Background: an optimization exercise with open tools, aiming at small area and a short achievable clock period. Do not read the settings as production practice.
Function was checked by simulation only, so behaviour that the tests miss may differ from the original.
No activity file was given, so power comes from the tool's default toggle rates.

<file path="flow/config.mk">
export PLATFORM = sky130hd
export DESIGN_NAME = rqfbi_top
export DESIGN_NICKNAME = rqfbi_top
export VERILOG_FILES = /design/flow/design.v
export SDC_FILE = /design/flow/constraint.sdc
export NUM_CORES = 4
export LEC_CHECK = 0
export CAP_MARGIN = 20
export CORE_MARGIN = 2
export CORE_UTILIZATION = 40
export CTS_CLUSTER_DIAMETER = 80
export CTS_CLUSTER_SIZE = 20
export SETUP_SLACK_MARGIN = 2.1
export SLEW_MARGIN = 20
</file>
<file path="flow/constraint.sdc">
create_clock -name core_clock -period 4.0 [get_ports {clk}]
set_input_delay 0.8000 -clock core_clock [delete_from_list [all_inputs] [get_ports {clk}]]
set_output_delay 0.8000 -clock core_clock [all_outputs]
set_load 0.01 [all_outputs]
</file>
<file path="flow/design.v">
`default_nettype none
package rqfbi_pkg;
	localparam int RQFBI_DEPTH     = 16;
	localparam int RQFBI_ITEM_BITS = 32;
	localparam int KIND_W          = 3;
	localparam int DATA_W          = 32;
	localparam int CAP_W           = 5;
	localparam logic [KIND_W-1:0] KIND_SEND_BACK  = 3'd0;
	localparam logic [KIND_W-1:0] KIND_SEND_FRONT = 3'd1;
	localparam logic [KIND_W-1:0] KIND_RECEIVE    = 3'd2;
	localparam logic [KIND_W-1:0] KIND_PEEK       = 3'd3;
	localparam logic [KIND_W-1:0] KIND_DROP_FRONT = 3'd4;
	localparam logic [KIND_W-1:0] KIND_FLUSH      = 3'd5;
	typedef struct packed {
		logic [KIND_W-1:0] kind;
		logic [DATA_W-1:0] item_data;
	} rqfbi_cmd_t;
	typedef struct packed {
		logic              accepted;
		logic [DATA_W-1:0] out_data;
		logic [CAP_W-1:0]  items_held;
		logic [CAP_W-1:0]  slots_free;
		logic              is_empty;
		logic              is_full;
	} rqfbi_res_t;
endpackage
`default_nettype wire
`default_nettype none
module ring_queue_front_back_insert #(
	parameter int DEPTH     = rqfbi_pkg::RQFBI_DEPTH,
	parameter int ITEM_BITS = rqfbi_pkg::RQFBI_ITEM_BITS
) (
	input  wire logic                          clk,
	input  wire logic                          arst_n,
	input  wire logic                          start,
	output logic                               busy,
	input  wire rqfbi_pkg::rqfbi_cmd_t         cmd,
	input  wire logic                          cfg_valid,
	output logic                               cfg_ready,
	input  wire logic [rqfbi_pkg::CAP_W-1:0]   cfg_data,
	output logic                               done,
	output rqfbi_pkg::rqfbi_res_t              result
);
	localparam int IDX_W = 4;
	localparam int CW    = rqfbi_pkg::CAP_W;
	logic [ITEM_BITS-1:0] mem [16];
	logic [ITEM_BITS-1:0] rd_data_q;
	logic [CW-1:0]    held_q;
	logic [CW-1:0]    free_q;
	logic [CW-1:0]    cap_q;
	logic             nempty_q;
	logic             full_q;
	logic [15:0]      head_q;
	logic [IDX_W-1:0] tail_q;
	logic             done_q;
	logic             ready_q;
	logic             acc_s1;
	logic [CW-1:0]    res_held_q;
	logic [CW-1:0]    res_free_q;
	logic             res_empty_q;
	logic             res_full_q;
	logic [CW-1:0]    held_d;
	logic [CW-1:0]    free_d;
	logic             nempty_d;
	logic             full_d;
	logic [15:0]      head_d;
	logic [IDX_W-1:0] tail_d;
	logic [15:0]      tail_dec;
	logic             fire;
	logic             cfg_fire;
	logic [CW-1:0]    cap_sat;
	logic             is_sb, is_sf, is_rd, is_pop, is_flush;
	logic             do_push, do_pop, rd_ok;
	logic             acc_d;
	logic [15:0]      we;
	logic [ITEM_BITS-1:0] front;
	assign busy      = cfg_valid;
	assign cfg_ready = ~done_q;
	assign fire      = start & ~cfg_valid;
	assign cfg_fire  = cfg_valid & ready_q;
	always_comb begin
		if (cfg_data == '0) begin
			cap_sat = CW'(1);
		end else if (cfg_data > CW'(16)) begin
			cap_sat = CW'(16);
		end else begin
			cap_sat = cfg_data;
		end
	end
	assign is_sb    = cmd.kind == rqfbi_pkg::KIND_SEND_BACK;
	assign is_sf    = cmd.kind == rqfbi_pkg::KIND_SEND_FRONT;
	assign is_rd    = (cmd.kind == rqfbi_pkg::KIND_RECEIVE) | (cmd.kind == rqfbi_pkg::KIND_PEEK);
	assign is_pop   = (cmd.kind == rqfbi_pkg::KIND_RECEIVE) | (cmd.kind == rqfbi_pkg::KIND_DROP_FRONT);
	assign is_flush = cmd.kind == rqfbi_pkg::KIND_FLUSH;
	assign do_push = (is_sb | is_sf) & ~full_q;
	assign do_pop  = is_pop & nempty_q;
	assign rd_ok   = is_rd & nempty_q;
	assign acc_d   = do_push | rd_ok | do_pop | is_flush;
	always_comb begin
		for (int i = 0; i < 16; i++) begin
			we[i] = ~held_q[CW-1] & (tail_dec[i] | head_q[(i + 1) % 16]);
		end
	end
	always_comb begin
		for (int i = 0; i < 16; i++) begin
			tail_dec[i] = tail_q == IDX_W'(i);
		end
	end
	always_ff @(posedge clk) begin
		for (int i = 0; i < 16; i++) begin
			if (we[i]) begin
				mem[i] <= ITEM_BITS'(cmd.item_data);
			end
		end
	end
	always_comb begin
		front = '0;
		for (int i = 0; i < 16; i++) begin
			front = front | ({ITEM_BITS{head_q[i]}} & mem[i]);
		end
	end
	always_ff @(posedge clk) begin
		rd_data_q <= {ITEM_BITS{rd_ok}} & front;
		acc_s1    <= acc_d;
	end
	always_comb begin
		held_d  = held_q;
		free_d  = free_q;
		nempty_d = nempty_q;
		full_d  = full_q;
		head_d  = head_q;
		tail_d  = tail_q;
		if (cfg_fire) begin
			held_d  = '0;
			free_d  = cap_sat;
			nempty_d = 1'b0;
			full_d  = 1'b0;
			head_d  = 16'd1;
			tail_d  = '0;
		end else if (fire) begin
			if (is_flush) begin
				held_d  = '0;
				free_d  = cap_q;
				nempty_d = 1'b0;
				full_d  = 1'b0;
				head_d  = 16'd1;
				tail_d  = '0;
			end else if (do_push) begin
				held_d  = held_q + CW'(1);
				free_d  = free_q - CW'(1);
				nempty_d = 1'b1;
				full_d  = free_q == CW'(1);
				if (is_sf) begin
					head_d = {head_q[0], head_q[15:1]};
				end else begin
					tail_d = tail_q + IDX_W'(1);
				end
			end else if (do_pop) begin
				held_d  = held_q - CW'(1);
				free_d  = free_q + CW'(1);
				nempty_d = held_q != CW'(1);
				full_d  = 1'b0;
				head_d  = {head_q[14:0], head_q[15]};
			end
		end
	end
	always_ff @(posedge clk or negedge arst_n) begin
		if (!arst_n) begin
			held_q   <= '0;
			free_q   <= CW'(16);
			nempty_q <= 1'b0;
			cap_q    <= CW'(16);
			full_q   <= 1'b0;
			head_q   <= 16'd1;
			tail_q   <= '0;
			done_q   <= 1'b0;
			ready_q  <= 1'b1;
		end else begin
			done_q   <= fire;
			ready_q  <= ~fire;
			held_q   <= held_d;
			free_q   <= free_d;
			nempty_q <= nempty_d;
			if (cfg_fire) begin
				cap_q <= cap_sat;
			end
			full_q   <= full_d;
			head_q   <= head_d;
			tail_q   <= tail_d;
		end
	end
	always_ff @(posedge clk) begin
		res_held_q  <= held_d;
		res_free_q  <= free_d;
		res_empty_q <= ~nempty_d;
		res_full_q  <= full_d;
	end
	assign done = done_q;
	always_comb begin
		result            = '0;
		result.accepted   = acc_s1;
		result.out_data   = rqfbi_pkg::DATA_W'(rd_data_q);
		result.items_held = res_held_q;
		result.slots_free = res_free_q;
		result.is_empty   = res_empty_q;
		result.is_full    = res_full_q;
	end
endmodule
`default_nettype wire
`default_nettype none
module rqfbi_top (
	input  wire logic        clk,
	input  wire logic        arst_n,
	input  wire logic        start,
	output logic             busy,
	input  wire logic [2:0]  cmd_kind,
	input  wire logic [31:0] cmd_data,
	input  wire logic        cfg_valid,
	output logic             cfg_ready,
	input  wire logic [4:0]  cfg_data,
	output logic             done,
	output logic             res_accepted,
	output logic [31:0]      res_out_data,
	output logic [4:0]       res_items_held,
	output logic [4:0]       res_slots_free,
	output logic             res_is_empty,
	output logic             res_is_full
);
	rqfbi_pkg::rqfbi_cmd_t cmd;
	rqfbi_pkg::rqfbi_res_t result;
	assign cmd.kind      = cmd_kind;
	assign cmd.item_data = cmd_data;
	ring_queue_front_back_insert u_q (
		.clk       (clk),
		.arst_n    (arst_n),
		.start     (start),
		.busy      (busy),
		.cmd       (cmd),
		.cfg_valid (cfg_valid),
		.cfg_ready (cfg_ready),
		.cfg_data  (cfg_data),
		.done      (done),
		.result    (result)
	);
	assign res_accepted   = result.accepted;
	assign res_out_data   = result.out_data;
	assign res_items_held = result.items_held;
	assign res_slots_free = result.slots_free;
	assign res_is_empty   = result.is_empty;
	assign res_is_full    = result.is_full;
endmodule
`default_nettype wire
</file>
<file path="flow/flow/run.sh">
#!/bin/bash
# standard layout, with plain buffers (not delay cells) on the ports and no gate
# cloning in timing repair; synthesis buffers are removed at floorplan
set -o pipefail
bash standard.sh "BUFFER_PORTS_ARGS=-buffer_cell sky130_fd_sc_hd__buf_2" SKIP_GATE_CLONING=1 REMOVE_ABC_BUFFERS=1 finish > standard.log 2>&1
</file>
<file path="flow/standard.sh">
#!/bin/bash
# synth_recipe.tcl (not shown) runs the flow's synth.tcl, then flattens the netlist and writes it again
# the make line also repeats each setting of config.mk as NAME=value (left out here)
make -C /OpenROAD-flow-scripts/flow DESIGN_CONFIG=/design/flow/config.mk WORK_HOME=/design/flow/orfs CLKGATE_MAP_FILE= SYNTH_SCRIPT=/design/flow/synth_recipe.tcl "${@:-finish}"
</file>
==> flow_metrics.py, run 1 <==
metrics = {
    "run_status": {
        "outcome": "complete, no violations",
    },
    "clock_network": {
        "clk_pin_slew_ns": 0.08,
        "cts_buffer_depth": 3,
        "cts_hold_buf": 0,
        "cts_tree": "yes",
        "insertion_delay_ns": 0.60,
        "cts-root-buf": "clkbuf_16",
        "cts_made_buffers": 37,
        "clock_sinks": 596,
        "cts_htree_levels": 2,
    },
    "logic_synthesis": {
        "yosysTopAreaCellShare_pct": 70.20,
        "syn-cell-area_mm2": 0.02190,
        "ys_warn_count": 2,
        "synthTopCellsByCount": "512 x edfxtp_1, 99 x a22o_1, 97 x a221oi_1",
        "ys_async_sr_fraction_pct": 6.544,
        "synthFlopType": "edfxtp_1",
        "synth_xor_xnor_area_share_pct": 0.07998,
        "synth_compound_area_share_pct": 13.86,
        "yosysTopAreaCell": "edfxtp_1",
        "yosys.area_share.simple_pct": 3.833,
        "synthCells": 1278,
        "yosysUniqueCellTypes": 64,
        "synth_area_leaders": "edfxtp_1 70%, dfxtp_1 4.1%, dfrtp_1 4.0%",
        "synth-adder-area-share_pct": 0.5713,
        "ys_ff_latch": 596,
        "synthMuxAreaShare_pct": 0.7769,
        "syn_avg_cell_area_um2": 17.14,
        "yosysMostFrequentCell": "edfxtp_1",
        "synth_top_family_by_area": "compound AO/OA/AOI/OAI gates",
        "synth_edf_count": 512,
        "ys_seq_area_share_pct": 78.79,
    },
    "timing": {
        "finalHoldViolCount": 0,
        "finalSetupViolations": 0,
        "slew_viol_final": 0,
        "skew_ns": 0.03251,
        "rsz0062_at_grt": "true",
        "tightest_slew_ns": 0.9342,
        "fmax_mhz": 521.8,
        "min_period_ns": 1.916,
        "finalCritPeriodShare_pct": 47.91,
        "tns_ns": 0,
        "slew_headroom_pct": 37.72,
    },
    "finish": {
        "area_growth_pct": 13.48,
        "stdcell_count": 2096,
        "fin_area_mm2": 0.02486,
        "multi_input_area_mm2": 0.004353,
        "n_fill_cell": 4625,
        "antenna_cells": 0,
        "drive_above_1_share_pct": 18.50,
        "finalNetCount": 1427,
        "final_util_pct": 46.01,
        "seq_area_mm2": 0.01730,
    },
    "setup_path": {
        "worstSetupStartpointType": "register",
        "reg2reg_depth": 4,
        "crit_start": "u_q.done_q$_DFF_PN0_",
        "worstSetupEndpoint": "cfg_ready",
        "worstPathArrival_ns": 1.12,
        "worst_r2r_endpoint": "u_q.mem[15][0]$_DFFE_PP_",
        "cp.required_ns": 3.20,
        "critPathKind": "register to output pin",
        "critPathMaxFanout": 2,
        "rrSetupSlack_ns": 2.16,
        "critPathCaptureType": "output pin",
        "r2r-start": "u_q.tail_q[0]$_DFFE_PN0P_",
    },
    "pwr": {
        "power.share.clock_pct": 34.8,
        "peakVddDrop_v": 0.0002988,
        "switchingPower_uw": 2497,
        "p_int_uw": 8941,
        "comb_power_share_pct": 4.4,
        "seqPwrFrac_pct": 60.8,
        "leakage_uw": 0.008001,
        "p_per_area_mw_per_mm2": 460.2,
        "switching_share_pct": 21.83,
    },
    "global_route": {
        "grt_overflow": 0,
        "grt_start_max_net_pins": 40,
        "grt_first_pass_wirelength_um": 87800,
        "grt.total_usage_pct": 21.31,
        "antenna_found_initial": 4,
        "first_global_vias": 12640,
    },
    "floorplan": {
        "die_area_mm2": 0.05664,
        "rows": 85,
        "die-height_um": 238,
        "core_area_mm2": 0.05403,
        "io_pins": 92,
        "start_util_pct": 40.54,
        "die_w_um": 238,
    },
    "route": {
        "drc": 0,
        "drt_wl_total_um": 60830,
        "dr.pass1.iters": 5,
        "via_per_inst": 6.137,
        "vias": 12860,
        "drt_iter0_markers": 1504,
        "wire_per_inst_um": 29.02,
        "ant_nets": 0,
    },
    "place": {
        "hpwl_um": 29740,
        "gp_congestion": 0.8105,
        "place_inst": 2010,
        "place.port_buffers": 91,
        "placed_area_mm2": 0.02332,
    },
    "hold_path": {
        "min_path_type": "input pin to async pin",
    },
    "flow_run": {
        "max_cap_violations": 0,
    },
}
state kept, by name, indices dropped and copies added (netlist names):
name	flops
u_q.held_q	5
u_q.tail_q	4
u_q.free_q	5
u_q.head_q	16
u_q.nempty_q	1
u_q.ready_q	1
u_q.cap_q	5
u_q.done_q	1
u_q.full_q	1
u_q.mem	512
u_q.res_free_q	5
u_q.res_full_q	1
u_q.acc_s1	1
u_q.res_empty_q	1
u_q.rd_data_q	32
u_q.res_held_q	5
cells in the final DEF (no fill, tap or decap), types with 17 or more instances in the layout:
cell type  count
edfxtp_1     512
a22o_1        99
a221oi_1      96
buf_2         85
a22oi_1       66
a31oi_1       39
clkbuf_16     38
buf_4         37
dfxtp_1       36
and3_1        33
a21oi_1       33
o21ai_0       28
clkbuf_1      18
dfrtp_1       18
nand2_1       17
mux2i_1       17
worst min-delay path by stage:
stage                        startpoint                       end  slack, ns
5_1_grt                          arst_n   u_q.held_q[1]$_DFF_PN0_       0.45
2_1_floorplan  u_q.cap_q[4]$_DFFE_PN1P_  u_q.cap_q[4]$_DFFE_PN1P_       0.44
6_report                         arst_n  u_q.cap_q[1]$_DFFE_PN0P_       0.36
4_1_cts                          arst_n  u_q.cap_q[1]$_DFFE_PN0P_       0.38
3_3_place_gp   u_q.cap_q[4]$_DFFE_PN1P_  u_q.cap_q[4]$_DFFE_PN1P_       0.45
3_5_place_dp   u_q.cap_q[4]$_DFFE_PN1P_  u_q.cap_q[4]$_DFFE_PN1P_       0.46
area by class of cell:
class / count / share of cell area [%]
flip-flops and latches: 596 / 69.61
multi-input cells: 572 / 17.51
repair buffers: 152 / 4.551
clock buffers: 57 / 4.153
well taps: 696 / 3.504
clock inverters: 9 / 0.4581
inverters: 14 / 0.2114
kinds of logic after synthesis:
logic type	after synthesis
xor gates and xnor gates	2
buffers and inverters	110
AOI/OAI and AO/OA	393
DFF	596
adders and majority gates	10
and+or+nand+nor	150
muxes	17
power by group through the flow:
stage	Clock [µW]	Combinational [µW]	Sequential [µW]
5_1_grt	4260	542	6970
3_5_place_dp	0	478	7090
4_1_cts	4050	492	6950
6_report	3990	499	6950
3_3_place_gp	0	464	7090
2_1_floorplan	0	204	7100
per-layer routing:
metal,up-vias,wire length (µm),GRT usage (%)
met2,603,28380,33.92
met1,6692,25780,30.59
met3,99,5275,3.667
li1,5461,-,-
met4,8,1340,5.303
met5,-,45,0
worst max-delay path: stages (launching register included):
cell     delay, ns
dfrtp_1       0.38
inv_1         0.05
buf_2         0.11
metrics by stage:
stage | hold WS (ns) | power (µW) | setup WS, ns
after detailed placement | 0.4570 | 7573 | 1.363
after CTS | 0.3830 | 11490 | 2.055
after global placement | 0.4510 | 7555 | 1.434
after global routing | 0.4493 | 11770 | 2.032
after floorplan | 0.4391 | 7300 | 1.043
final | 0.3571 | 11440 | 2.084
timing repair:
item	CTS	global route
pin swaps	9	1
gates cloned	0	0
buffers inserted	18	2
endpoints found under the setup margin	486	346
endpoints found under the hold margin	0	0
resized for setup	34	32
==> inputs of run 2 (changes only) <==
--- a/flow/config.mk
+++ b/flow/config.mk
@@ -10,4 +10,4 @@
 export CORE_UTILIZATION = 40
-export CTS_CLUSTER_DIAMETER = 80
-export CTS_CLUSTER_SIZE = 20
+export CTS_CLUSTER_DIAMETER = 100
+export CTS_CLUSTER_SIZE = 25
 export SETUP_SLACK_MARGIN = 2.1
==> flow_metrics.py, run 2 <==
metrics = {
    "timing": {
        "fmax_mhz": 512.3,
        "slew_headroom_pct": 37.40,
        "finalHoldViolCount": 0,
        "tns_ns": 0,
        "slew_viol_final": 0,
        "finalSetupViolations": 0,
        "rsz0062_at_grt": "true",
        "finalCritPeriodShare_pct": 48.80,
        "skew_ns": 0.04313,
        "min_period_ns": 1.952,
        "tightest_slew_ns": 0.9390,
    },
    "logic_synthesis": {
        "synthFlopType": "edfxtp_1",
        "yosysTopAreaCell": "edfxtp_1",
        "ys_ff_latch": 596,
        "yosysUniqueCellTypes": 64,
        "yosysTopAreaCellShare_pct": 70.20,
        "synthCells": 1278,
        "ys_async_sr_fraction_pct": 6.544,
        "synth_edf_count": 512,
        "synthTopCellsByCount": "512 x edfxtp_1, 99 x a22o_1, 97 x a221oi_1",
        "yosysMostFrequentCell": "edfxtp_1",
        "synth_area_leaders": "edfxtp_1 70%, dfxtp_1 4.1%, dfrtp_1 4.0%",
        "ys_warn_count": 2,
        "syn-cell-area_mm2": 0.02190,
        "syn_avg_cell_area_um2": 17.14,
        "ys_seq_area_share_pct": 78.79,
    },
    "global_route": {
        "grtUsageMet1_pct": 30.30,
        "grt-busiest-layer": "met2",
        "antenna_found_initial": 5,
        "grt_first_pass_wirelength_um": 87260,
        "grt.total_usage_pct": 21.02,
        "first_global_vias": 12530,
        "grtUsageMet2_pct": 34.23,
        "grt_overflow": 0,
        "grtUsageMet3_pct": 3.609,
        "grt_start_max_net_pins": 40,
    },
    "finish": {
        "area_growth_pct": 12.62,
        "fin_area_mm2": 0.02467,
        "largest_reg_flops": 512,
        "regMostFlops": "u_q.mem",
        "n_fill_cell": 4665,
        "finalNetCount": 1418,
        "final_cell_mix": "512 x edfxtp_1, 99 x a22o_1, 97 x a221oi_1",
        "top_regs": "u_q.mem: 512 flops, u_q.rd_data_q: 32 flops, u_q.head_q: 16 flops",
        "final_util_pct": 45.66,
        "drive_above_1_share_pct": 18.70,
        "final_common_cell": "edfxtp_1",
    },
    "floorplan": {
        "die-height_um": 238,
        "die_area_mm2": 0.05664,
        "die_w_um": 238,
        "io_pins": 92,
        "core_area_mm2": 0.05403,
        "start_util_pct": 40.54,
        "rows": 85,
    },
    "setup_path": {
        "worstSetupStartpointType": "register",
        "cp.required_ns": 3.20,
        "critPathCaptureType": "output pin",
        "critPathKind": "register to output pin",
        "critPathMaxFanout": 2,
        "reg2reg_depth": 4,
        "worstPathArrival_ns": 1.15,
    },
    "route": {
        "wire_per_inst_um": 29.20,
        "ant_nets": 0,
        "drt_wl_total_um": 60640,
        "drc": 0,
        "via_per_inst": 6.238,
        "dr.pass1.iters": 5,
        "vias": 12960,
        "drt_iter0_markers": 1535,
    },
    "place": {
        "placed_area_mm2": 0.02332,
        "gp_congestion": 0.8105,
        "hpwl_um": 29740,
        "place.port_buffers": 91,
    },
    "clock_network": {
        "cts_made_buffers": 28,
        "insertion_delay_ns": 0.63,
        "clock_sinks": 596,
        "cts_tree": "yes",
        "cts_htree_levels": 1,
        "clk_pin_slew_ns": 0.11,
        "cts_buffer_depth": 3,
        "cts-root-buf": "clkbuf_16",
    },
    "pwr": {
        "switchingPower_uw": 2340,
        "power.total_uw": 10730,
        "comb_power_share_pct": 4.7,
        "p_per_area_mw_per_mm2": 435.1,
        "switching_share_pct": 21.80,
        "leakage_uw": 0.007860,
        "seqPwrFrac_pct": 64.8,
        "peakVddDrop_v": 0.0003906,
        "power.share.clock_pct": 30.5,
        "p_int_uw": 8393,
    },
    "run_status": {
        "outcome": "complete, no violations",
    },
    "flow_run": {
        "max_cap_violations": 0,
    },
    "hold_path": {
        "min_path_type": "input pin to async pin",
    },
}
==> run 2: cell types whose count changed in the layout (fill, tap and decap cells not counted), sizes merged <==
cell    previous run  this run
buf              151       152
bufinv             1         0
clkbuf            58        42
clkinv             5         3
diode              0         1
inv               17        15
==> run 2: cell families (layout without fill, tap and decap cells) <==
kind of cell    count (synthesis)  count (layout)  share of synthesized area [%]
compound gates                393             393                          13.86
flops                         596             596                          78.79
mux                            17              17                         0.7769
other cells                     0               1                              0
buf+inv                       110             212                          2.085
xor+xnor                        2               2                        0.07999
fa+ha+maj                      10              10                         0.5713
simple gates                  150             150                          3.833
==> run 2: final timing paths <==
path / slack, ns / start / end
max: 2.05 / u_q.done_q$_DFF_PN0_ / cfg_ready
min: 0.32 / arst_n / u_q.nempty_q$_DFF_PN0_
max reg2reg: 2.15 / u_q.full_q$_DFF_PN0_ / u_q.tail_q[1]$_DFFE_PN0P_
min reg2reg: 0.47 / u_q.cap_q[4]$_DFFE_PN1P_ / u_q.cap_q[4]$_DFFE_PN1P_
max in group asynchronous: 2.99 / arst_n / u_q.head_q[8]$_DFFE_PN0P_
min in group core_clock: 0.45 / cfg_data[4] / u_q.cap_q[4]$_DFFE_PN1P_
==> run 2: area by class of cell <==
| type | count | area [µm²] | area share, % |
|---|---|---|---|
| Clock inverter | 4 | 63.81 | 0.2587 |
| Sequential cell | 596 | 17320 | 70.21 |
| Clock buffer | 42 | 753.2 | 3.054 |
| Tap cell | 696 | 870.8 | 3.530 |
| Antenna cell | 1 | 2.502 | 0.01014 |
| Inverter | 14 | 52.55 | 0.2130 |
| Timing Repair Buffer | 152 | 1257 | 5.098 |
| Multi-Input combinational cell | 572 | 4349 | 17.63 |
==> run 2: metrics by stage <==
stage | worst slack (ns) | cells | hold WS [ns]
6_report | 2.048 | 2077 | 0.3170
3_3_place_gp | 1.434 | 2010 | 0.4510
3_5_place_dp | 1.363 | 2010 | 0.4570
2_1_floorplan | 1.043 | 1182 | 0.4391
4_1_cts | 2.017 | 2075 | 0.3340
5_1_grt | 1.990 | 2077 | 0.3815
==> run 2: power groups by stage <==
stage | logic (µW) | clock network (µW) | registers (µW)
after floorplan | 204 | 0 | 7100
after global placement | 464 | 0 | 7090
after detailed placement | 478 | 0 | 7090
after CTS | 500 | 3330 | 6950
after global routing | 551 | 3520 | 6970
final | 507 | 3270 | 6960
==> run 2: per-layer routing <==
metal  vias up  part of all wire, %
met2       587                   47
li1       5431                    -
met1      6848                   43
met3        82                  8.0
met4         8                  1.6
met5         -                0.069
==> run 2: timing repair <==
action / 4_1_cts / 5_1_grt
pin swaps: 9 / 1
resized for setup: 47 / 51
endpoints found under the hold margin: 0 / 0
setup endpoints to repair: 499 / 386
hold buffers: 0 / 0
setup buffers: 19 / 1
==> run 2: critical path, stage by stage (launching register included) <==
cell	delay, ns
dfrtp_1	0.39
inv_1	0.05
buf_2	0.11
==> inputs of run 3 (changes only) <==
--- a/flow/config.mk
+++ b/flow/config.mk
@@ -12,3 +12,3 @@
 export CTS_CLUSTER_SIZE = 25
-export SETUP_SLACK_MARGIN = 2.1
+export SETUP_SLACK_MARGIN = 2.2
 export SLEW_MARGIN = 20
==> flow_metrics.py, run 3 <==
metrics = {
    "flow_run": {
        "max_cap_violations": 0,
    },
    "pwr": {
        "leakage_uw": 0.008228,
        "p_per_area_mw_per_mm2": 423.1,
        "peakVddDrop_v": 0.0003914,
    },
    "route": {
        "vias": 13290,
        "drt_iter0_markers": 1582,
        "dr.pass1.iters": 5,
        "drc": 0,
        "wire_per_inst_um": 29.75,
        "drt_wl_total_um": 63310,
        "ant_nets": 0,
        "via_per_inst": 6.243,
    },
    "timing": {
        "slew_headroom_pct": 38.51,
        "rsz0062_at_grt": "true",
        "fmax_mhz": 510.8,
        "finalSetupViolations": 0,
        "finalCritPeriodShare_pct": 48.94,
        "finalHoldViolCount": 0,
        "tns_ns": 0,
        "whs_ns": 0.3009,
        "skew_ns": 0.04087,
        "min_period_ns": 1.958,
        "tightest_slew_ns": 0.9224,
        "slew_viol_final": 0,
    },
    "logic_synthesis": {
        "synthFlopType": "edfxtp_1",
        "synth_area_leaders": "edfxtp_1 70%, dfxtp_1 4.1%, dfrtp_1 4.0%",
        "syn-cell-area_mm2": 0.02190,
        "yosysTopAreaCellShare_pct": 70.20,
        "synthTopCellsByCount": "512 x edfxtp_1, 99 x a22o_1, 97 x a221oi_1",
        "yosysMostFrequentCell": "edfxtp_1",
        "synth_edf_count": 512,
        "yosysTopAreaCell": "edfxtp_1",
        "ys_seq_area_share_pct": 78.79,
        "ys_ff_latch": 596,
        "yosysUniqueCellTypes": 64,
        "ys_warn_count": 2,
        "syn_avg_cell_area_um2": 17.14,
        "ys_async_sr_fraction_pct": 6.544,
        "synthCells": 1278,
    },
    "global_route": {
        "grt.total_usage_pct": 21.22,
        "grt_start_max_net_pins": 40,
        "first_global_vias": 12530,
        "grt_first_pass_wirelength_um": 87900,
        "antenna_found_initial": 5,
        "grt_overflow": 0,
    },
    "finish": {
        "finalNetCount": 1469,
        "largest_reg_flops": 512,
        "area_growth_pct": 16.70,
        "top_regs": "u_q.mem: 512 flops, u_q.rd_data_q: 32 flops, u_q.head_q: 16 flops",
        "drive_above_1_share_pct": 24.46,
        "regMostFlops": "u_q.mem",
        "final_cell_mix": "512 x edfxtp_1, 99 x a22o_1, 96 x a221oi_1",
        "stdcell_count": 2128,
        "n_fill_cell": 4560,
        "final_common_cell": "edfxtp_1",
    },
    "setup_path": {
        "cp.required_ns": 3.20,
        "critPathMaxFanout": 2,
        "critPathKind": "register to output pin",
        "worstPathArrival_ns": 1.16,
        "critPathCaptureType": "output pin",
        "worstSetupStartpointType": "register",
    },
    "place": {
        "place.port_buffers": 91,
        "hpwl_um": 29740,
        "gp_congestion": 0.8105,
        "place_inst": 2010,
    },
    "clock_network": {
        "cts_tree": "yes",
        "clk_pin_slew_ns": 0.11,
        "cts_buffer_depth": 3,
        "insertion_delay_ns": 0.63,
        "cts-root-buf": "clkbuf_16",
        "cts_htree_levels": 1,
        "clock_sinks": 596,
        "cts_made_buffers": 28,
    },
    "floorplan": {
        "io_pins": 92,
        "die_w_um": 238,
        "die_area_mm2": 0.05664,
        "start_util_pct": 40.54,
        "core_area_mm2": 0.05403,
        "rows": 85,
        "die-height_um": 238,
    },
    "hold_path": {
        "min_path_type": "input pin to async pin",
    },
    "run_status": {
        "outcome": "complete, no violations",
    },
}
==> run 3: cell counts after synthesis <==
No cell type changed its count.
==> run 3: worst paths after layout <==
kind | start | endpoint | slack (ns) | cells after the start
setup / recovery | u_q.done_q$_DFF_PN0_ | cfg_ready | 2.04 | 2
hold / removal | arst_n | u_q.nempty_q$_DFF_PN0_ | 0.30 | 1
setup reg to reg | u_q.tail_q[1]$_DFFE_PN0P_ | u_q.mem[1][14]$_DFFE_PP_ | 2.07 | 6
hold reg to reg | u_q.cap_q[4]$_DFFE_PN1P_ | u_q.cap_q[4]$_DFFE_PN1P_ | 0.47 | 2
max in group asynchronous | arst_n | u_q.head_q[15]$_DFFE_PN0P_ | 3.00 | 1
min in group core_clock | cfg_data[1] | u_q.cap_q[1]$_DFFE_PN0P_ | 0.44 | 2
==> run 3: metrics by stage <==
step	setup slack, ns	util, %	area (µm²)	power, µW
finish	2.042	47.31	25560	10810
global route	1.991	47.31	25560	11110
CTS	2.017	45.70	24690	10790
detailed placement	1.363	43.16	23320	7573
global placement	1.434	43.16	23320	7555
floorplan	1.043	-	21500	7300
==> run 3: per-layer routing <==
metal	vias up	track usage [%]	wire length, µm
li1	5537	-	-
met1	6965	30.57	26230
met2	679	34.34	29690
met3	96	3.656	6028
met4	8	3.864	1323
met5	-	0	46
==> run 3: logic make-up after synthesis <==
| logic type | Yosys count | share of synthesized area, % |
|---|---|---|
| AOI/OAI and AO/OA | 393 | 13.86 |
| xor gates and xnor gates | 2 | 0.07999 |
| adders and majority gates | 10 | 0.5713 |
| buffers and inverters | 110 | 2.085 |
| DFF | 596 | 78.79 |
| muxes | 17 | 0.7769 |
| and+or+nand+nor | 150 | 3.833 |
==> run 3: layout make-up <==
| type | instances | area (µm²) | area share [%] |
|---|---|---|---|
| sequential | 596 | 17340 | 67.82 |
| antenna | 1 | 2.502 | 0.009790 |
| clock inverter | 4 | 63.81 | 0.2496 |
| inverter | 14 | 52.55 | 0.2056 |
| multi-input combinational | 572 | 4508 | 17.64 |
| clock buffer | 42 | 753.2 | 2.947 |
| tap | 696 | 870.8 | 3.407 |
| timing repair buffer | 203 | 1974 | 7.724 |
==> run 3: what timing repair did <==
action                                  in CTS  in global routing
hold buffers                                 0                  0
pin swaps                                   12                 24
setup buffers                               26                 45
endpoints found under the setup margin     590                494
gates resized for setup                     89                103
==> run 3: worst max-delay path, cell delays in order, from the launching register on <==
cell and delay [ns]:
dfrtp_1 0.39, inv_1 0.05, buf_2 0.11
==> run 3: power by group <==
group          internal (µW)  switching [µW]
clock                   1340            1940
sequential              6890            66.3
combinational            209             366
total                   8440            2380
==> inputs of run 4 (changes only) <==
--- a/flow/config.mk
+++ b/flow/config.mk
@@ -12,3 +12,3 @@
 export CTS_CLUSTER_SIZE = 25
-export SETUP_SLACK_MARGIN = 2.2
+export SETUP_SLACK_MARGIN = 2.05
 export SLEW_MARGIN = 20
==> flow_metrics.py, run 4 <==
metrics = {
    "finish": {
        "final_util_pct": 45.34,
        "final_cell_mix": "512 x edfxtp_1, 99 x a22o_1, 97 x a221oi_1",
        "area_growth_pct": 11.84,
        "top_regs": "u_q.mem: 512 flops, u_q.rd_data_q: 32 flops, u_q.head_q: 16 flops",
        "finalNetCount": 1417,
        "drive_above_1_share_pct": 17.40,
        "stdcell_count": 2076,
        "final_common_cell": "edfxtp_1",
        "largest_reg_flops": 512,
        "regMostFlops": "u_q.mem",
    },
    "clock_network": {
        "insertion_delay_ns": 0.63,
        "cts_buffer_depth": 3,
        "cts_made_buffers": 28,
        "clock_sinks": 596,
        "cts_hold_buf": 0,
        "cts-root-buf": "clkbuf_16",
        "cts_htree_levels": 1,
        "clk_pin_slew_ns": 0.11,
        "cts_tree": "yes",
    },
    "global_route": {
        "grt.total_usage_pct": 21.02,
        "antenna_found_initial": 5,
        "grt_overflow": 0,
        "grt_start_max_net_pins": 40,
        "grt_first_pass_wirelength_um": 87240,
        "first_global_vias": 12510,
    },
    "flow_run": {
        "max_cap_violations": 0,
    },
    "setup_path": {
        "critPathMaxFanout": 2,
        "cp.required_ns": 3.20,
        "crit_start": "u_q.done_q$_DFF_PN0_",
        "critPathKind": "register to output pin",
        "worstPathArrival_ns": 1.15,
        "worstSetupStartpointType": "register",
        "r2r-start": "u_q.tail_q[3]$_DFFE_PN0P_",
        "critPathCaptureType": "output pin",
    },
    "floorplan": {
        "start_util_pct": 40.54,
        "rows": 85,
        "die_area_mm2": 0.05664,
        "die_w_um": 238,
        "io_pins": 92,
        "core_area_mm2": 0.05403,
        "die-height_um": 238,
    },
    "route": {
        "vias": 12860,
        "dr.pass1.iters": 5,
        "drt_iter0_markers": 1474,
        "drt_wl_total_um": 60330,
        "drc": 0,
        "wire_per_inst_um": 29.06,
        "via_per_inst": 6.194,
        "ant_nets": 0,
    },
    "logic_synthesis": {
        "ys_async_sr_fraction_pct": 6.544,
        "yosysTopAreaCellShare_pct": 70.20,
        "synth_compound_area_share_pct": 13.86,
        "synthTopCellsByCount": "512 x edfxtp_1, 99 x a22o_1, 97 x a221oi_1",
        "synth_edf_count": 512,
        "synth-adder-area-share_pct": 0.5713,
        "synth_top_family_by_area": "compound AO/OA/AOI/OAI gates",
        "synth_xor_xnor_area_share_pct": 0.07998,
        "yosysTopAreaCell": "edfxtp_1",
        "ys_ff_latch": 596,
        "yosys.area_share.simple_pct": 3.833,
        "yosysUniqueCellTypes": 64,
        "synthFlopType": "edfxtp_1",
        "syn_avg_cell_area_um2": 17.14,
        "synthMuxAreaShare_pct": 0.7769,
        "syn-cell-area_mm2": 0.02190,
        "synth_area_leaders": "edfxtp_1 70%, dfxtp_1 4.1%, dfrtp_1 4.0%",
        "synthCells": 1278,
        "yosysMostFrequentCell": "edfxtp_1",
        "ys_seq_area_share_pct": 78.79,
        "ys_warn_count": 2,
    },
    "timing": {
        "tns_ns": 0,
        "finalSetupViolations": 0,
        "rsz0062_at_grt": "true",
        "fmax_mhz": 511.9,
        "finalHoldViolCount": 0,
        "min_period_ns": 1.954,
        "slew_headroom_pct": 37.97,
        "finalCritPeriodShare_pct": 48.84,
        "whs_ns": 0.2993,
        "skew_ns": 0.04135,
        "tightest_slew_ns": 0.9304,
        "slew_viol_final": 0,
    },
    "place": {
        "gp_congestion": 0.8105,
        "place_inst": 2010,
        "hpwl_um": 29740,
        "place.port_buffers": 91,
    },
    "run_status": {
        "outcome": "complete, no violations",
    },
    "pwr": {
        "p_per_area_mw_per_mm2": 437.8,
        "power.total_uw": 10720,
        "peakVddDrop_v": 0.0003912,
        "leakage_uw": 0.007832,
    },
    "hold_path": {
        "min_path_type": "input pin to async pin",
    },
}
[run 4: kinds of logic after synthesis]
logic type,after synthesis
mux,17
simple gates,150
buf+inv,110
fa+ha+maj,10
xor+xnor,2
flops,596
compound gates,393
[run 4: path summary, 6_finish.rpt]
kind	slack [ns]	depth (start not counted)	end
setup reg to reg	2.13	5	u_q.mem[9][17]$_DFFE_PP_
min in group core_clock	0.44	2	u_q.cap_q[1]$_DFFE_PN0P_
hold reg to reg	0.47	2	u_q.cap_q[4]$_DFFE_PN1P_
setup / recovery	2.05	2	cfg_ready
hold / removal	0.30	1	u_q.nempty_q$_DFF_PN0_
max in group asynchronous	3.02	1	u_q.head_q[7]$_DFFE_PN0P_
[run 4: per-stage QoR]
stage | area (µm²) | worst slack [ns]
after floorplan | 21500 | 1.043
after global placement | 23320 | 1.434
after detailed placement | 23320 | 1.363
final | 24500 | 2.046
after CTS | 24390 | 2.017
after global routing | 24500 | 1.990
[run 4: critical path, stage by stage (launching register included)]
cell and delay (ns):
dfrtp_1 0.39, inv_1 0.05, buf_2 0.11
[run 4: cell type report]
class,instances,area (µm²)
fillers,4667,29530
flip-flops and latches,596,17290
multi-input cells,572,4340
repair buffers,151,1119
well taps,696,870.8
clock buffers,42,753.2
clock inverters,4,63.81
inverters,14,52.55
diodes,1,2.502
[run 4: where the power goes]
| group | switching, µW | leakage, µW | internal (µW) | total [µW] |
|---|---|---|---|---|
| clock | 1930 | 0.000389 | 1340 | 3270 |
| combinational | 339 | 0.00189 | 163 | 502 |
| sequential | 67.5 | 0.00555 | 6890 | 6950 |
[run 4: what timing repair did]
item | 4_1_cts | 5_1_grt
pin swaps | 9 | 1
gates resized for setup | 25 | 31
buffers inserted | 19 | 0
endpoints found under the setup margin | 457 | 298
cloned | 0 | 0
[run 4: per-layer routing]
layer / global-route usage, % / share of wire (%)
met5: 0 / 0.071
met2: 34.20 / 47
met1: 30.34 / 42
met3: 3.552 / 8.6
met4: 3.390 / 1.6
==> inputs of run 5 (changes only) <==
--- a/flow/config.mk
+++ b/flow/config.mk
@@ -10,5 +10,5 @@
 export CORE_UTILIZATION = 40
-export CTS_CLUSTER_DIAMETER = 100
-export CTS_CLUSTER_SIZE = 25
-export SETUP_SLACK_MARGIN = 2.05
+export CTS_CLUSTER_DIAMETER = 70
+export CTS_CLUSTER_SIZE = 20
+export SETUP_SLACK_MARGIN = 2.15
 export SLEW_MARGIN = 20
==> flow_metrics.py, run 5 <==
metrics = {
    "global_route": {
        "grtUsageMet1_pct": 30.48,
        "first_global_vias": 12730,
        "antenna_found_initial": 5,
        "grt_start_max_net_pins": 40,
        "grtUsageMet3_pct": 3.563,
        "grt_overflow": 0,
        "grt-busiest-layer": "met2",
        "grtUsageMet2_pct": 34.02,
        "grt.total_usage_pct": 21.37,
        "grt_first_pass_wirelength_um": 87910,
    },
    "logic_synthesis": {
        "syn-cell-area_mm2": 0.02190,
        "synthCells": 1278,
        "synth_edf_count": 512,
        "ys_seq_area_share_pct": 78.79,
        "yosysTopAreaCellShare_pct": 70.20,
        "ys_ff_latch": 596,
        "yosysUniqueCellTypes": 64,
        "synth_area_leaders": "edfxtp_1 70%, dfxtp_1 4.1%, dfrtp_1 4.0%",
        "ys_async_sr_fraction_pct": 6.544,
        "ys_warn_count": 2,
        "synthTopCellsByCount": "512 x edfxtp_1, 99 x a22o_1, 97 x a221oi_1",
        "synthFlopType": "edfxtp_1",
        "yosysTopAreaCell": "edfxtp_1",
        "syn_avg_cell_area_um2": 17.14,
        "yosysMostFrequentCell": "edfxtp_1",
    },
    "pwr": {
        "leakage_uw": 0.008150,
        "peakVddDrop_v": 0.0003007,
        "power.total_uw": 11610,
        "p_per_area_mw_per_mm2": 458.4,
    },
    "timing": {
        "slew_viol_final": 0,
        "min_period_ns": 1.919,
        "slew_headroom_pct": 37.85,
        "skew_ns": 0.03741,
        "finalCritPeriodShare_pct": 47.98,
        "finalHoldViolCount": 0,
        "finalSetupViolations": 0,
        "tightest_slew_ns": 0.9322,
        "tns_ns": 0,
        "rsz0062_at_grt": "true",
        "whs_ns": 0.3481,
        "fmax_mhz": 521.0,
    },
    "floorplan": {
        "die-height_um": 238,
        "rows": 85,
        "die_area_mm2": 0.05664,
        "io_pins": 92,
        "die_w_um": 238,
        "start_util_pct": 40.54,
        "core_area_mm2": 0.05403,
    },
    "setup_path": {
        "critPathCaptureType": "output pin",
        "worst_r2r_endpoint": "u_q.head_q[13]$_DFFE_PN0P_",
        "critPathKind": "register to output pin",
        "cpMaxStageDelayCell": "dfrtp_1",
        "crit_chain": "inv_1, buf_2",
        "critPathMaxFanout": 2,
        "slowest_delay_ns": 0.39,
        "path_delay_family": "flip-flops",
        "worstPathArrival_ns": 1.12,
        "cp.required_ns": 3.20,
        "rrSetupSlack_ns": 2.17,
        "worstSetupStartpointType": "register",
        "path_buf_inv": 2,
        "reg2reg_depth": 5,
        "r2r-start": "u_q.full_q$_DFF_PN0_",
    },
    "finish": {
        "top_regs": "u_q.mem: 512 flops, u_q.rd_data_q: 32 flops, u_q.head_q: 16 flops",
        "largest_reg_flops": 512,
        "n_fill_cell": 4605,
        "final_cell_mix": "512 x edfxtp_1, 99 x a22o_1, 96 x a221oi_1",
        "regMostFlops": "u_q.mem",
        "final_common_cell": "edfxtp_1",
        "finalNetCount": 1441,
        "stdcell_count": 2111,
        "area_growth_pct": 15.65,
        "final_util_pct": 46.88,
        "drive_above_1_share_pct": 21.50,
    },
    "clock_network": {
        "cts_made_buffers": 39,
        "insertion_delay_ns": 0.60,
        "clk_pin_slew_ns": 0.08,
        "cts_tree": "yes",
        "cts-root-buf": "clkbuf_16",
        "cts_buffer_depth": 3,
        "cts_htree_levels": 2,
        "clock_sinks": 596,
    },
    "route": {
        "ant_nets": 0,
        "wire_per_inst_um": 29.27,
        "drt_iter0_markers": 1459,
        "vias": 13090,
        "dr.pass1.iters": 5,
        "drc": 0,
        "drt_wl_total_um": 61790,
        "via_per_inst": 6.201,
    },
    "hold_path": {
        "min_path_type": "input pin to async pin",
    },
    "place": {
        "hpwl_um": 29740,
        "gp_congestion": 0.8105,
        "place_inst": 2010,
        "place.port_buffers": 91,
    },
    "flow_run": {
        "max_cap_violations": 0,
    },
    "run_status": {
        "outcome": "complete, no violations",
    },
}
==> run 5: cell counts after synthesis <==
Identical to the previous run, type by type.
==> run 5: area by class of cell <==
type | instances | area, µm² | area share (%)
clock buffers | 53 | 1028 | 4.060
clock inverters | 15 | 196.4 | 0.7755
multi-input cells | 572 | 4417 | 17.44
well taps | 696 | 870.8 | 3.438
repair buffers | 164 | 1438 | 5.676
diodes | 1 | 2.502 | 0.009879
flip-flops and latches | 596 | 17320 | 68.40
inverters | 14 | 52.55 | 0.2075
==> run 5: metal layers <==
metal	wire length, µm	up-vias
met1	26000	6840
met4	1459	8
met3	5512	111
met2	28780	631
met5	42	-
li1	-	5500
==> run 5: where the power goes <==
part / leakage (µW) / total, µW / internal [µW] / switching, µW
clock network: 0.000584 / 4130 / 1990 / 2140
logic: 0.00202 / 523 / 177 / 346
registers: 0.00555 / 6960 / 6890 / 69.1
==> run 5: timing repair <==
item,4_1_cts,5_1_grt
hold buffers,0,0
resized for setup,68,64
endpoints found under the setup margin,547,400
setup buffers,21,11
pin swaps,10,10
==> run 5: cell families after synthesis <==
family / synth area share, %
compound gates: 13.86
flops: 78.79
xor+xnor: 0.07999
buf+inv: 2.085
mux: 0.7769
simple gates: 3.833
fa+ha+maj: 0.5713
==> run 5: worst max-delay path by stage <==
stage | startpoint | to | slack [ns] | depth (start not counted)
after floorplan | cmd_kind[2] | u_q.head_q[10]$_DFFE_PN0P_ | 1.04 | 4
after global placement | cmd_kind[0] | u_q.head_q[7]$_DFFE_PN0P_ | 1.43 | 5
after detailed placement | cmd_kind[0] | u_q.head_q[7]$_DFFE_PN0P_ | 1.36 | 5
after CTS | u_q.done_q$_DFF_PN0_ | cfg_ready | 2.04 | 2
after global routing | u_q.done_q$_DFF_PN0_ | cfg_ready | 2.04 | 2
final | u_q.done_q$_DFF_PN0_ | cfg_ready | 2.08 | 2
==> run 5: through the flow <==
stage          cell area [µm²]  setup slack, ns
6_report                 25330            2.081
3_3_place_gp             23320            1.434
5_1_grt                  25330            2.041
3_5_place_dp             23320            1.363
2_1_floorplan            21500            1.043
4_1_cts                  24960            2.040
==> inputs of run 6 (changes only) <==
==> flow/flow/run.sh (replaced) <==
#!/bin/bash
# standard layout, with plain buffers (not delay cells) on the ports and no gate
# cloning in timing repair; synthesis buffers are removed at floorplan
set -o pipefail
bash standard.sh "BUFFER_PORTS_ARGS=-buffer_cell sky130_fd_sc_hd__buf_4" SKIP_GATE_CLONING=1 REMOVE_ABC_BUFFERS=1 finish > standard.log 2>&1
--- a/flow/config.mk
+++ b/flow/config.mk
@@ -10,4 +10,4 @@
 export CORE_UTILIZATION = 40
-export CTS_CLUSTER_DIAMETER = 70
-export CTS_CLUSTER_SIZE = 20
+export CTS_CLUSTER_DIAMETER = 80
+export CTS_CLUSTER_SIZE = 22
 export SETUP_SLACK_MARGIN = 2.15
==> flow_metrics.py, run 6 <==
metrics = {
    "run_status": {
        "outcome": "complete, no violations",
    },
    "logic_synthesis": {
        "synthTopCellsByCount": "512 x edfxtp_1, 99 x a22o_1, 97 x a221oi_1",
        "synthFlopType": "edfxtp_1",
        "yosysMostFrequentCell": "edfxtp_1",
        "yosysTopAreaCell": "edfxtp_1",
        "synthCells": 1278,
        "ys_warn_count": 2,
        "syn_avg_cell_area_um2": 17.14,
        "ys_async_sr_fraction_pct": 6.544,
        "ys_seq_area_share_pct": 78.79,
        "syn-cell-area_mm2": 0.02190,
        "yosysUniqueCellTypes": 64,
        "synth_area_leaders": "edfxtp_1 70%, dfxtp_1 4.1%, dfrtp_1 4.0%",
        "synth_edf_count": 512,
        "yosysTopAreaCellShare_pct": 70.20,
        "ys_ff_latch": 596,
    },
    "setup_path": {
        "cpMaxStageDelayCell": "dfrtp_1",
        "critPathCaptureType": "output pin",
        "worstPathArrival_ns": 1.11,
        "rrSetupSlack_ns": 2.11,
        "worstSetupStartpointType": "register",
        "crit_chain": "inv_1, buf_4",
        "worst_r2r_endpoint": "u_q.rd_data_q[19]$_DFF_P_",
        "cp.required_ns": 3.20,
        "critPathMaxFanout": 2,
        "r2r-start": "u_q.head_q[6]$_DFFE_PN0P_",
        "slowest_delay_ns": 0.38,
        "reg2reg_depth": 5,
        "crit_start": "u_q.done_q$_DFF_PN0_",
        "critPathKind": "register to output pin",
    },
    "pwr": {
        "comb_power_share_pct": 4.9,
        "p_int_uw": 8798,
        "power.total_uw": 11280,
        "p_per_area_mw_per_mm2": 444.3,
        "leakage_uw": 0.008126,
        "power.share.clock_pct": 33.5,
        "switching_share_pct": 22.00,
        "switchingPower_uw": 2481,
        "seqPwrFrac_pct": 61.6,
        "peakVddDrop_v": 0.0003104,
    },
    "route": {
        "drc": 0,
        "dr.pass1.iters": 7,
        "vias": 13050,
        "drt_wl_total_um": 60220,
        "drt_iter0_markers": 1508,
        "via_per_inst": 6.200,
        "wire_per_inst_um": 28.61,
        "ant_nets": 0,
    },
    "finish": {
        "antenna_cells": 0,
        "largest_reg_flops": 512,
        "fin_area_mm2": 0.02539,
        "regMostFlops": "u_q.mem",
        "final_common_cell": "edfxtp_1",
        "area_growth_pct": 15.90,
        "top_regs": "u_q.mem: 512 flops, u_q.rd_data_q: 32 flops, u_q.head_q: 16 flops",
        "final_cell_mix": "512 x edfxtp_1, 104 x buf_4, 99 x a22o_1",
        "drive_above_1_share_pct": 21.15,
        "finalNetCount": 1437,
    },
    "timing": {
        "slew_headroom_pct": 54.06,
        "rsz0062_at_grt": "true",
        "tns_ns": 0,
        "finalHoldViolCount": 0,
        "slew_viol_final": 0,
        "finalSetupViolations": 0,
        "tightest_slew_ns": 0.6891,
        "timing.final.ws_setup_ns": 2.088,
        "fmax_mhz": 523.1,
        "min_period_ns": 1.912,
        "finalCritPeriodShare_pct": 47.79,
        "skew_ns": 0.03936,
        "whs_ns": 0.2022,
    },
    "floorplan": {
        "core_area_mm2": 0.05403,
        "io_pins": 92,
        "start_util_pct": 40.54,
        "die-height_um": 238,
        "die_area_mm2": 0.05664,
        "die_w_um": 238,
        "rows": 85,
    },
    "place": {
        "place.port_buffers": 91,
        "hpwl_um": 29590,
        "gp_congestion": 0.8160,
        "placed_area_mm2": 0.02357,
        "pre_cts_slack_ns": 1.342,
    },
    "clock_network": {
        "cts_tree": "yes",
        "clk_pin_slew_ns": 0.09,
        "cts_made_buffers": 35,
        "cts_htree_levels": 2,
        "insertion_delay_ns": 0.59,
        "cts_buffer_depth": 3,
        "clock_sinks": 596,
        "cts-root-buf": "clkbuf_16",
    },
    "global_route": {
        "grt_overflow": 0,
        "antenna_found_initial": 3,
        "grt.total_usage_pct": 20.77,
        "grt_first_pass_wirelength_um": 86350,
        "first_global_vias": 12540,
        "grt_start_max_net_pins": 40,
    },
    "hold_path": {
        "min_path_type": "input pin to async pin",
    },
    "flow_run": {
        "max_cap_violations": 0,
    },
}
run 6: cell counts after synthesis:
Identical to the previous run, type by type.
run 6: cell type report:
type,instances,area (µm²)
Inverter,14,53.80
Fill cell,4599,28640
Clock inverter,8,110.1
Clock buffer,55,950.9
Sequential cell,596,17330
Timing Repair Buffer,164,1655
Multi-Input combinational cell,572,4413
Tap cell,696,870.8
run 6: power by group through the flow:
| stage | Sequential, µW | Combinational, µW | Clock (µW) |
|---|---|---|---|
| floorplan | 7100 | 204 | 0 |
| global placement | 7080 | 496 | 0 |
| detailed placement | 7080 | 507 | 0 |
| CTS | 6940 | 531 | 3850 |
| global route | 6960 | 598 | 4050 |
| finish | 6940 | 554 | 3780 |
run 6: how the worst max path moves through the flow:
stage	cells after the start	end
floorplan	4	u_q.head_q[10]$_DFFE_PN0P_
global placement	6	u_q.head_q[8]$_DFFE_PN0P_
detailed placement	6	u_q.head_q[9]$_DFFE_PN0P_
CTS	2	cfg_ready
global route	2	cfg_ready
finish	2	cfg_ready
run 6: per-layer routing:
| layer | track usage, % | up-vias | routed length, µm |
|---|---|---|---|
| met1 | 29.81 | 6833 | 25570 |
| li1 | - | 5477 | - |
| met3 | 3.286 | 90 | 5049 |
| met5 | 0 | - | 34 |
| met4 | 5.436 | 6 | 1221 |
| met2 | 33.19 | 644 | 28340 |
run 6: cell families after synthesis:
| family | synth area share, % |
|---|---|
| AOI/OAI and AO/OA | 13.86 |
| adders and majority gates | 0.5713 |
| DFF | 78.79 |
| muxes | 0.7769 |
| buffers and inverters | 2.085 |
| and+or+nand+nor | 3.833 |
| xor gates and xnor gates | 0.07999 |
run 6: what timing repair did:
action | 4_1_cts | 5_1_grt
endpoints found under the hold margin | 0 | 0
pin swaps | 14 | 3
cloned | 0 | 0
buffers inserted | 25 | 11
setup endpoints to repair | 537 | 289
hold buffers | 0 | 0
resized for setup | 76 | 41
run 6: through the flow:
stage          util, %  cells
6_report         46.99   2105
4_1_cts          46.51   2094
2_1_floorplan        -   1182
3_5_place_dp     43.62   2006
5_1_grt          46.99   2105
3_3_place_gp     43.62   2006
run 6: critical path: cells and delay by family (launching register included):
| family | cells | cell delay [ns] |
|---|---|---|
| buf+inv | 2 | 0.16 |
| flops | 1 | 0.38 |
==> inputs of run 7 (changes only) <==
==> flow/flow/run.sh (replaced) <==
#!/bin/bash
# standard layout, with plain buffers (not delay cells) on the ports and no gate
# cloning in timing repair
set -o pipefail
bash standard.sh "BUFFER_PORTS_ARGS=-buffer_cell sky130_fd_sc_hd__buf_2" SKIP_GATE_CLONING=1 finish > standard.log 2>&1
--- a/flow/config.mk
+++ b/flow/config.mk
@@ -10,4 +10,4 @@
 export CORE_UTILIZATION = 40
-export CTS_CLUSTER_DIAMETER = 80
-export CTS_CLUSTER_SIZE = 22
+export CTS_CLUSTER_DIAMETER = 100
+export CTS_CLUSTER_SIZE = 25
 export SETUP_SLACK_MARGIN = 2.15
==> flow_metrics.py, run 7 <==
metrics = {
    "run_status": {
        "outcome": "complete, no violations",
    },
    "global_route": {
        "grt_first_pass_wirelength_um": 88890,
        "antenna_found_initial": 6,
        "grt_overflow": 0,
        "grt_start_max_net_pins": 41,
        "grt.total_usage_pct": 21.56,
        "first_global_vias": 12480,
    },
    "finish": {
        "final_cell_mix": "512 x edfxtp_1, 99 x a22o_1, 97 x a221oi_1",
        "area_growth_pct": 16.20,
        "largest_reg_flops": 512,
        "final_util_pct": 47.11,
        "top_regs": "u_q.mem: 512 flops, u_q.rd_data_q: 32 flops, u_q.head_q: 16 flops",
        "drive_above_1_share_pct": 24.07,
        "finalNetCount": 1464,
        "regMostFlops": "u_q.mem",
        "n_fill_cell": 4579,
        "final_common_cell": "edfxtp_1",
    },
    "floorplan": {
        "die_w_um": 238,
        "core_area_mm2": 0.05403,
        "start_util_pct": 40.54,
        "rows": 85,
        "io_pins": 92,
        "die_area_mm2": 0.05664,
        "die-height_um": 238,
    },
    "clock_network": {
        "cts-root-buf": "clkbuf_16",
        "cts_hold_buf": 0,
        "cts_made_buffers": 28,
        "insertion_delay_ns": 0.65,
        "cts_tree": "yes",
        "clk_pin_slew_ns": 0.10,
        "cts_htree_levels": 1,
        "clock_sinks": 596,
        "cts_buffer_depth": 3,
    },
    "setup_path": {
        "cpMaxStageDelayCell": "dfxtp_2",
        "worst_r2r_endpoint": "u_q.mem[1][16]$_DFFE_PP_",
        "path_delay_family": "flip-flops",
        "cp.required_ns": 3.20,
        "r2r-start": "u_q.tail_q[3]$_DFFE_PN0P_",
        "critPathCaptureType": "output pin",
        "worstPathArrival_ns": 1.14,
        "crit_chain": "buf_6",
        "critPathKind": "register to output pin",
        "reg2reg_depth": 6,
        "path_buf_inv": 1,
        "slowest_delay_ns": 0.38,
        "critPathMaxFanout": 1,
        "rrSetupSlack_ns": 2.08,
        "worstSetupStartpointType": "register",
    },
    "place": {
        "hpwl_um": 31310,
        "gp_congestion": 0.7603,
        "place.port_buffers": 91,
    },
    "logic_synthesis": {
        "yosysMostFrequentCell": "edfxtp_1",
        "ys_async_sr_fraction_pct": 6.544,
        "syn_avg_cell_area_um2": 17.14,
        "ys_ff_latch": 596,
        "synth_area_leaders": "edfxtp_1 70%, dfxtp_1 4.1%, dfrtp_1 4.0%",
        "synthCells": 1278,
        "yosysTopAreaCellShare_pct": 70.20,
        "syn-cell-area_mm2": 0.02190,
        "synthTopCellsByCount": "512 x edfxtp_1, 99 x a22o_1, 97 x a221oi_1",
        "ys_seq_area_share_pct": 78.79,
        "synth_edf_count": 512,
        "yosysTopAreaCell": "edfxtp_1",
        "yosysUniqueCellTypes": 64,
        "synthFlopType": "edfxtp_1",
        "ys_warn_count": 2,
    },
    "timing": {
        "slew_viol_final": 0,
        "tns_ns": 0,
        "rsz0062_at_grt": "true",
        "fmax_mhz": 514.1,
        "finalCritPeriodShare_pct": 48.62,
        "finalSetupViolations": 0,
        "slew_headroom_pct": 34.81,
        "skew_ns": 0.06381,
        "finalHoldViolCount": 0,
        "tightest_slew_ns": 0.9778,
        "min_period_ns": 1.945,
    },
    "flow_run": {
        "max_cap_violations": 0,
    },
    "route": {
        "drt_wl_total_um": 63460,
        "drc": 0,
        "via_per_inst": 6.196,
        "dr.pass1.iters": 5,
        "drt_iter0_markers": 1542,
        "vias": 13150,
        "ant_nets": 0,
        "wire_per_inst_um": 29.91,
    },
    "pwr": {
        "leakage_uw": 0.008173,
        "p_per_area_mw_per_mm2": 423.6,
        "peakVddDrop_v": 0.0004010,
        "power.total_uw": 10780,
    },
    "hold_path": {
        "min_path_type": "input pin to async pin",
    },
}
[run 7: changes by cell type in the layout (fill, tap and decap cells not counted), moves of 4 or more]
cell | previous run | this run
buf_2 | 0 | 52
buf_4 | 104 | 68
buf_6 | 35 | 47
dfxtp_1 | 21 | 10
dfxtp_2 | 21 | 31
a21oi_1 | 33 | 24
a21oi_2 | 3 | 11
clkbuf_1 | 20 | 12
clkbuf_16 | 35 | 28
dfrtp_4 | 4 | 9
buf_16 | 0 | 4
[run 7: timing repair]
action / in CTS / in global routing
gates resized for setup: 118 / 48
pin swaps: 12 / 7
cloned: 0 / 0
endpoints found under the setup margin: 571 / 334
buffers inserted: 25 / 36
[run 7: worst max path at each step]
| stage | start | end | slack [ns] | depth (start not counted) |
|---|---|---|---|---|
| CTS | u_q.done_q$_DFF_PN0_ | cfg_ready | 2.03 | 2 |
| global route | u_q.done_q$_DFF_PN0_ | cfg_ready | 2.00 | 2 |
| global placement | cmd_kind[1] | u_q.head_q[15]$_DFFE_PN0P_ | 1.27 | 6 |
| detailed placement | cmd_kind[1] | u_q.head_q[5]$_DFFE_PN0P_ | 1.18 | 6 |
| floorplan | cmd_kind[0] | u_q.tail_q[1]$_DFFE_PN0P_ | 1.85 | 5 |
| finish | u_q.rd_data_q[31]$_DFF_P_ | res_out_data[31] | 2.06 | 1 |
[run 7: layout make-up]
| class | count | area [µm²] | area share (%) |
|---|---|---|---|
| Clock inverter | 5 | 66.31 | 0.2606 |
| Antenna cell | 1 | 2.502 | 0.009832 |
| Sequential cell | 596 | 17370 | 68.24 |
| Multi-Input combinational cell | 572 | 4457 | 17.51 |
| Clock buffer | 40 | 745.7 | 2.930 |
| Timing Repair Buffer | 198 | 1888 | 7.418 |
| Inverter | 14 | 53.80 | 0.2114 |
| Tap cell | 696 | 870.8 | 3.422 |
[run 7: metal layers]
metal / up-vias / track usage, % / part of all wire (%)
li1: 5528 / - / -
met2: 598 / 34.95 / 48
met4: 10 / 5.568 / 2.9
met5: - / 0 / 0.10
met3: 107 / 3.147 / 7.6
met1: 6905 / 30.72 / 42
[run 7: power breakdown]
part           total (µW)  switching (µW)  leakage (µW)  internal (µW)
sequential           6960            67.9       0.00555           6890
combinational         573             369       0.00224            204
clock                3250            1920      0.000385           1330
[run 7: through the flow]
stage               std cells  setup slack (ns)  hold WS, ns  cell area [µm²]
floorplan                1278             1.851       0.4387            22190
global placement         2015             1.271       0.4509            23420
detailed placement       2015             1.176       0.4631            23420
CTS                      2085             2.032       0.3564            24900
global route             2122             2.003       0.4156            25450
finish                   2122             2.055       0.3490            25450
[run 7: cell families (layout without fill, tap and decap cells)]
logic type / Yosys count / in the layout / share of synthesized area [%]
muxes: 17 / 17 / 0.7769
xor gates and xnor gates: 2 / 2 / 0.07999
buffers and inverters: 110 / 257 / 2.085
other: 0 / 1 / 0
DFF: 596 / 596 / 78.79
adders and majority gates: 10 / 10 / 0.5713
and+or+nand+nor: 150 / 150 / 3.833
AOI/OAI and AO/OA: 393 / 393 / 13.86
==> inputs of run 8 (changes only) <==
--- a/flow/config.mk
+++ b/flow/config.mk
@@ -12,3 +12,3 @@
 export CTS_CLUSTER_SIZE = 25
-export SETUP_SLACK_MARGIN = 2.15
+export SETUP_SLACK_MARGIN = 2.1
 export SLEW_MARGIN = 20
==> flow_metrics.py, run 8 <==
metrics = {
    "timing": {
        "whs_ns": 0.3164,
        "min_period_ns": 1.942,
        "finalHoldViolCount": 0,
        "slew_viol_final": 0,
        "tns_ns": 0,
        "finalSetupViolations": 0,
        "tightest_slew_ns": 0.9289,
        "finalCritPeriodShare_pct": 48.54,
        "rsz0062_at_grt": "true",
        "fmax_mhz": 515.1,
        "slew_headroom_pct": 38.07,
        "skew_ns": 0.03541,
    },
    "route": {
        "topRoutingLayerUsed": "met5",
        "wl_met1_um": 25980,
        "dr.pass1.iters": 5,
        "ant_nets": 0,
        "met2_length_um": 28800,
        "vias": 12940,
        "via_per_inst": 6.169,
        "drt_wl_total_um": 60560,
        "drc": 0,
        "drt_iter0_markers": 1690,
        "met3_length_um": 4797,
        "wire_per_inst_um": 28.86,
    },
    "logic_synthesis": {
        "synth_xor_xnor_area_share_pct": 0.07998,
        "synthTopCellsByCount": "512 x edfxtp_1, 99 x a22o_1, 97 x a221oi_1",
        "synth_area_leaders": "edfxtp_1 70%, dfxtp_1 4.1%, dfrtp_1 4.0%",
        "synth_compound_area_share_pct": 13.86,
        "synthMuxAreaShare_pct": 0.7769,
        "yosysTopAreaCellShare_pct": 70.20,
        "yosysTopAreaCell": "edfxtp_1",
        "synthFlopType": "edfxtp_1",
        "ys_ff_latch": 596,
        "synth-adder-area-share_pct": 0.5713,
        "yosysUniqueCellTypes": 64,
        "yosys.area_share.simple_pct": 3.833,
        "synthCells": 1278,
        "syn-cell-area_mm2": 0.02190,
        "ys_seq_area_share_pct": 78.79,
        "synth_top_family_by_area": "compound AO/OA/AOI/OAI gates",
        "syn_avg_cell_area_um2": 17.14,
        "synth_edf_count": 512,
        "ys_warn_count": 2,
        "yosysMostFrequentCell": "edfxtp_1",
        "ys_async_sr_fraction_pct": 6.544,
    },
    "floorplan": {
        "die_area_mm2": 0.05664,
        "die-height_um": 238,
        "die_w_um": 238,
        "core_area_mm2": 0.05403,
        "start_util_pct": 40.54,
        "rows": 85,
        "io_pins": 92,
    },
    "global_route": {
        "grt_first_pass_wirelength_um": 87610,
        "grt.total_usage_pct": 21.04,
        "grt_overflow": 0,
        "grt_start_max_net_pins": 54,
        "first_global_vias": 12490,
        "antenna_found_initial": 2,
    },
    "clock_network": {
        "cts_htree_levels": 1,
        "insertion_delay_ns": 0.61,
        "cts_made_buffers": 28,
        "clock_sinks": 596,
        "cts_buffer_depth": 3,
        "cts_tree": "yes",
        "clk_pin_slew_ns": 0.10,
        "cts-root-buf": "clkbuf_16",
    },
    "setup_path": {
        "worst_r2r_endpoint": "u_q.mem[0][7]$_DFFE_PP_",
        "critPathCaptureType": "output pin",
        "critPathMaxFanout": 2,
        "worstPathArrival_ns": 1.14,
        "worstSetupStartpointType": "register",
        "reg2reg_depth": 3,
        "cp.required_ns": 3.20,
        "r2r-start": "u_q.head_q[1]$_DFFE_PN0P_",
        "rrSetupSlack_ns": 2.12,
        "critPathKind": "register to output pin",
    },
    "hold_path": {
        "min_path_type": "input pin to async pin",
    },
    "finish": {
        "regMostFlops": "u_q.mem",
        "finalNetCount": 1434,
        "drive_above_1_share_pct": 20.06,
        "area_growth_pct": 13.52,
        "final_common_cell": "edfxtp_1",
        "largest_reg_flops": 512,
        "top_regs": "u_q.mem: 512 flops, u_q.rd_data_q: 32 flops, u_q.head_q: 16 flops",
        "final_cell_mix": "512 x edfxtp_1, 99 x a22o_1, 97 x a221oi_1",
    },
    "flow_run": {
        "max_cap_violations": 0,
    },
    "run_status": {
        "outcome": "complete, no violations",
    },
    "pwr": {
        "power.total_uw": 10770,
        "p_per_area_mw_per_mm2": 433.3,
        "leakage_uw": 0.007969,
        "peakVddDrop_v": 0.0003504,
    },
    "place": {
        "place.port_buffers": 91,
        "hpwl_um": 30980,
        "gp_congestion": 0.8222,
    },
}
## run 8: changes by cell type in the layout (fill, tap and decap cells not counted), sizes merged
cell,change
clkinv,-1
bufinv,+1
inv,-1
buf,-31
clkbuf,+8
## run 8: worst max path at each step
stage	start	to	slack (ns)
global placement	cmd_kind[1]	u_q.head_q[8]$_DFFE_PN0P_	1.24
detailed placement	cmd_kind[1]	u_q.head_q[8]$_DFFE_PN0P_	1.18
global route	u_q.done_q$_DFF_PN0_	cfg_ready	2.00
finish	u_q.done_q$_DFF_PN0_	cfg_ready	2.06
floorplan	cmd_kind[0]	u_q.tail_q[1]$_DFFE_PN0P_	1.85
CTS	u_q.done_q$_DFF_PN0_	cfg_ready	2.02
## run 8: metal layers
| metal | track usage [%] | vias up |
|---|---|---|
| li1 | - | 5462 |
| met1 | 30.66 | 6853 |
| met2 | 34.10 | 553 |
| met3 | 2.950 | 73 |
| met4 | 3.958 | 2 |
| met5 | 0 | - |
## run 8: cell type report
class	count	area, µm²
fill	4634	29160
tap	696	870.8
timing repair buffer	168	1346
antenna	1	2.502
clock buffer	47	803.3
sequential	596	17330
clock inverter	4	50.05
inverter	14	53.80
multi-input combinational	572	4404
## run 8: cell families after synthesis
family | Yosys count
AOI/OAI and AO/OA | 393
xor gates and xnor gates | 2
adders and majority gates | 10
buffers and inverters | 110
DFF | 596
muxes | 17
and+or+nand+nor | 150
## run 8: worst max-delay path: stages (launching register included)
cell and delay [ns]:
dfrtp_1 0.39, inv_1 0.05, buf_2 0.11
## run 8: stage by stage
step / util, % / instances / setup slack, ns / cell area, µm²
after floorplan: - / 1278 / 1.851 / 22130
after global placement: 43.19 / 2014 / 1.243 / 23330
after detailed placement: 43.19 / 2014 / 1.184 / 23330
after CTS: 45.55 / 2088 / 2.022 / 24610
after global routing: 46.01 / 2097 / 1.995 / 24860
final: 46.02 / 2098 / 2.059 / 24860
## run 8: report_power, final
group | switching [µW] | total [µW] | internal (µW)
Sequential | 78.4 | 6970 | 6890
Clock | 1880 | 3300 | 1430
Combinational | 338 | 504 | 166
Total | 2290 | 10800 | 8480
## run 8: timing repair
item / CTS / global route
hold buffers: 0 / 0
buffers inserted: 23 / 9
pin swaps: 9 / 1
gates resized for setup: 63 / 32
endpoints found under the setup margin: 547 / 194

## what the ideal ports hide
Ports are ideal in the flow. The routed layouts listed here were re-timed in OpenROAD.
Step 1: set_driving_cell puts a clkbuf_16 on clk and a buf_2 on each other input, an assumption about the parent block.
Step 2 also shifts input and output timing later by t, the mid clock arrival at the registers, as if the neighbouring blocks saw the same clock.
a / b / c = ideal ports / drivers / drivers and shift; a / b = the first two.
| run | t (ns) | setup WS [ns] |
|---|---|---|
| run 1 | 0.642 | 2.084 / 2.023 / 1.561 |
| run 2 | 0.670 | 2.048 / 1.988 / 1.504 |
| run 3 | 0.672 | 2.042 / 1.982 / 1.547 |
| run 4 | 0.671 | 2.046 / 1.986 / 1.516 |
| run 5 | 0.639 | 2.081 / 2.022 / 1.563 |
| run 6 | 0.627 | 2.088 / 2.031 / 1.628 |
| run 7 | 0.674 | 2.055 / 1.995 / 1.532 |
| run 8 | 0.653 | 2.059 / 1.997 / 1.559 |
After both steps every run listed still meets setup and hold.
